From an optimization exercise on the open Yosys and OpenROAD flow, aimed at small area; shortcuts taken in it are not production practice.
In this exercise RTL edits were held to simulation tests only and were not proved equivalent to the original.
Power is estimated from default activity; no workload was simulated.

// mmu_top
module mmu_top (
  input  logic      clk_i,
  input  logic      rst_ni,
  input  logic      enable_translation_i,
  input  logic      flush_tlb_i,
  input  mmu_pkg::ppn_t      satp_ppn_i,
  input  mmu_pkg::priv_lvl_t priv_lvl_i,
  input  mmu_pkg::priv_lvl_t ld_st_priv_lvl_i,
  input  logic      sum_i,
  input  logic      fetch_req_i,
  input  mmu_pkg::vaddr_t    fetch_vaddr_i,
  output logic      fetch_valid_o,
  output mmu_pkg::paddr_t    fetch_paddr_o,
  output mmu_pkg::exc_t      fetch_exc_o,
  input  logic      lsu_req_i,
  input  logic      lsu_is_store_i,
  input  mmu_pkg::vaddr_t    lsu_vaddr_i,
  output logic      lsu_dtlb_hit_o,
  output mmu_pkg::ppn_t      lsu_dtlb_ppn_o,
  output logic      lsu_valid_o,
  output mmu_pkg::paddr_t    lsu_paddr_o,
  output mmu_pkg::exc_t      lsu_exc_o,
  output logic      mem_req_o,
  output mmu_pkg::paddr_t    mem_addr_o,
  input  logic      mem_rvalid_i,
  input  mmu_pkg::pte_t      mem_rdata_i
);
  localparam logic [1:0] IDLE = 2'd0, READ = 2'd1, WAIT = 2'd2, DONE = 2'd3;
  logic        en;
  assign en = enable_translation_i;
  logic [1:0]  state_q;
  logic [1:0]  level_q;
  logic        owner_d_q;
  logic        err_q;
  logic [43:0] ppn_q;
  logic [3:0]  pbits_q;    
  logic [38:0] dva_q;
  logic        ireq, dreq, grant;
  logic [38:0] wva;
  logic [8:0]  vpn_idx;
  logic        pte_leaf, pte_fault;
  logic        idone, ddone;
  ...
Size in the first run: ~2400 cells after synthesis, roughly 760 flip-flops, about 30000 µm² of cells after synthesis.
Settings: LEC_CHECK=0, CAP_MARGIN=20, CORE_MARGIN=2, CORE_UTILIZATION=80, SLEW_MARGIN=20; clock period 8.5 ns.
standard.sh (not shown) runs the stock make flow with config.mk's settings and CLKGATE_MAP_FILE= SYNTH_SCRIPT=/design/flow/synth_recipe.tcl, a recipe that flattens the netlist after the stock synthesis.
==> flow/flow/run.sh <==
#!/bin/bash
# Standard layout, with the smallest buffer on the ports, no dummy clock loads
# and larger clock sink clusters.
set -euo pipefail
export BUFFER_PORTS_ARGS="-buffer_cell sky130_fd_sc_hd__buf_1"
export CTS_ARGS="-sink_clustering_enable -repair_clock_nets -dont_use_dummy_load -buf_list sky130_fd_sc_hd__clkbuf_16 -sink_clustering_size 28 -sink_clustering_max_diameter 45"
bash standard.sh > standard_flow.log 2>&1
==> next run, changes <==
==> flow/flow/run.sh (replaced) <==
#!/bin/bash
# Standard layout, with the smallest buffer on the ports, no dummy clock loads
# and larger clock sink clusters.
set -euo pipefail
export BUFFER_PORTS_ARGS="-buffer_cell sky130_fd_sc_hd__buf_1"
export CTS_ARGS="-sink_clustering_enable -repair_clock_nets -dont_use_dummy_load -buf_list sky130_fd_sc_hd__clkbuf_16 -sink_clustering_size 32 -sink_clustering_max_diameter 60"
bash standard.sh > standard_flow.log 2>&1
Settings changed: CORE_UTILIZATION 80 to 70.
- worst setup slack improves by 0.028 ns
- worst hold slack got worse by 0.0083 ns
- clock skew climbs by 0.017 ns
==> next run, changes <==
==> flow/run.sh (new file) <==
#!/bin/bash
# synth_recipe.tcl (not shown) runs the flow's synth.tcl, then flattens the netlist and writes it again
# the make line also repeats each setting of config.mk as NAME=value (left out here)
make -C /OpenROAD-flow-scripts/flow DESIGN_CONFIG=/design/flow/config.mk WORK_HOME=/design/flow/orfs CLKGATE_MAP_FILE= SYNTH_SCRIPT=/design/flow/synth_recipe.tcl finish
Settings changed: CORE_UTILIZATION 70 to 80, CTS_BUF_LIST set to sky130_fd_sc_hd__clkbuf_8, CTS_CLUSTER_DIAMETER set to 45, CTS_CLUSTER_SIZE set to 16.
removed: flow/flow/run.sh
removed: flow/standard.sh
After rerunning:
- core utilization rose by 19 points
- setup slack degrades by 1.1 ns
- total power rose by 6.9%
- non-clock buffer count fell by 1
- routed wire length rose by 37%
- area after synthesis stays the same
- worst hold slack improves by 0.028 ns
- clock-buffer cell count rose by 24
- critical path depth rose by 2
- final cell count hardly moves
- die area fell by 12%
==> next run, changes <==
==> flow/flow/run.sh (new file) <==
#!/bin/bash
# Standard layout, with the smallest buffer on the ports, no dummy clock loads
# and larger clock sink clusters.
set -euo pipefail
export BUFFER_PORTS_ARGS="-buffer_cell sky130_fd_sc_hd__buf_1"
export CTS_ARGS="-sink_clustering_enable -repair_clock_nets -dont_use_dummy_load -buf_list {sky130_fd_sc_hd__clkbuf_4 sky130_fd_sc_hd__clkbuf_8} -sink_clustering_size 12 -sink_clustering_max_diameter 40"
bash standard.sh > standard_flow.log 2>&1
==> flow/standard.sh (new file) <==
#!/bin/bash
# synth_recipe.tcl (not shown) runs the flow's synth.tcl, then flattens the netlist and writes it again
# the make line also repeats each setting of config.mk as NAME=value (left out here)
make -C /OpenROAD-flow-scripts/flow DESIGN_CONFIG=/design/flow/config.mk WORK_HOME=/design/flow/orfs CLKGATE_MAP_FILE= SYNTH_SCRIPT=/design/flow/synth_recipe.tcl "${@:-finish}"
Settings changed: CORE_UTILIZATION 80 to 70, CTS_BUF_LIST sky130_fd_sc_hd__clkbuf_8 to unset, CTS_CLUSTER_DIAMETER 45 to unset, CTS_CLUSTER_SIZE 16 to unset.
removed: flow/run.sh
Result: Power fell by a few percent. Setup slack improved by 1.1 ns. Count of clock-buffer cells in the layout rose by 24. Global-route usage fell by 15 points. Routed wire length fell by a quarter to a third. Combinational power fell by a quarter to a third. Core utilization fell by 18 points. Register-to-register slack improved by 0.19 ns. Sequential cell count stays the same. Worst hold slack got worse by 0.018 ns.

afterwards: timing with drivers on the ports:
The results above use ideal ports. As a check the final layouts listed here were re-extracted and re-timed, cells and wires unchanged.
Step 1 assumes that a clkbuf_16 drives the clock port and a buf_2 every other input.
Step 2 also shifts input and output timing later by t, the mid clock arrival at the registers, as if the neighbouring blocks saw the same clock.
a / b / c = ideal / step 1 / step 2; a / b = the first two.
run	t, ns	setup slack, ns	worst setup path at the end	clock arrival spread, ns	worst slew at a driven data input, ns
the first run	0.652	1.337 / 1.308 / 1.308	input to output	0.051 / 0.052	0.14
the second run	0.650	1.365 / 1.340 / 1.340	input to output	0.061 / 0.062	0.13
the third run	0.762	0.221 / 0.192 / 0.192	input to output	0.030 / 0.031	0.16
the fourth run	0.685	1.361 / 1.335 / 1.335	input to output	0.067 / 0.067	0.13
After both steps setup and hold are still met in every run listed.
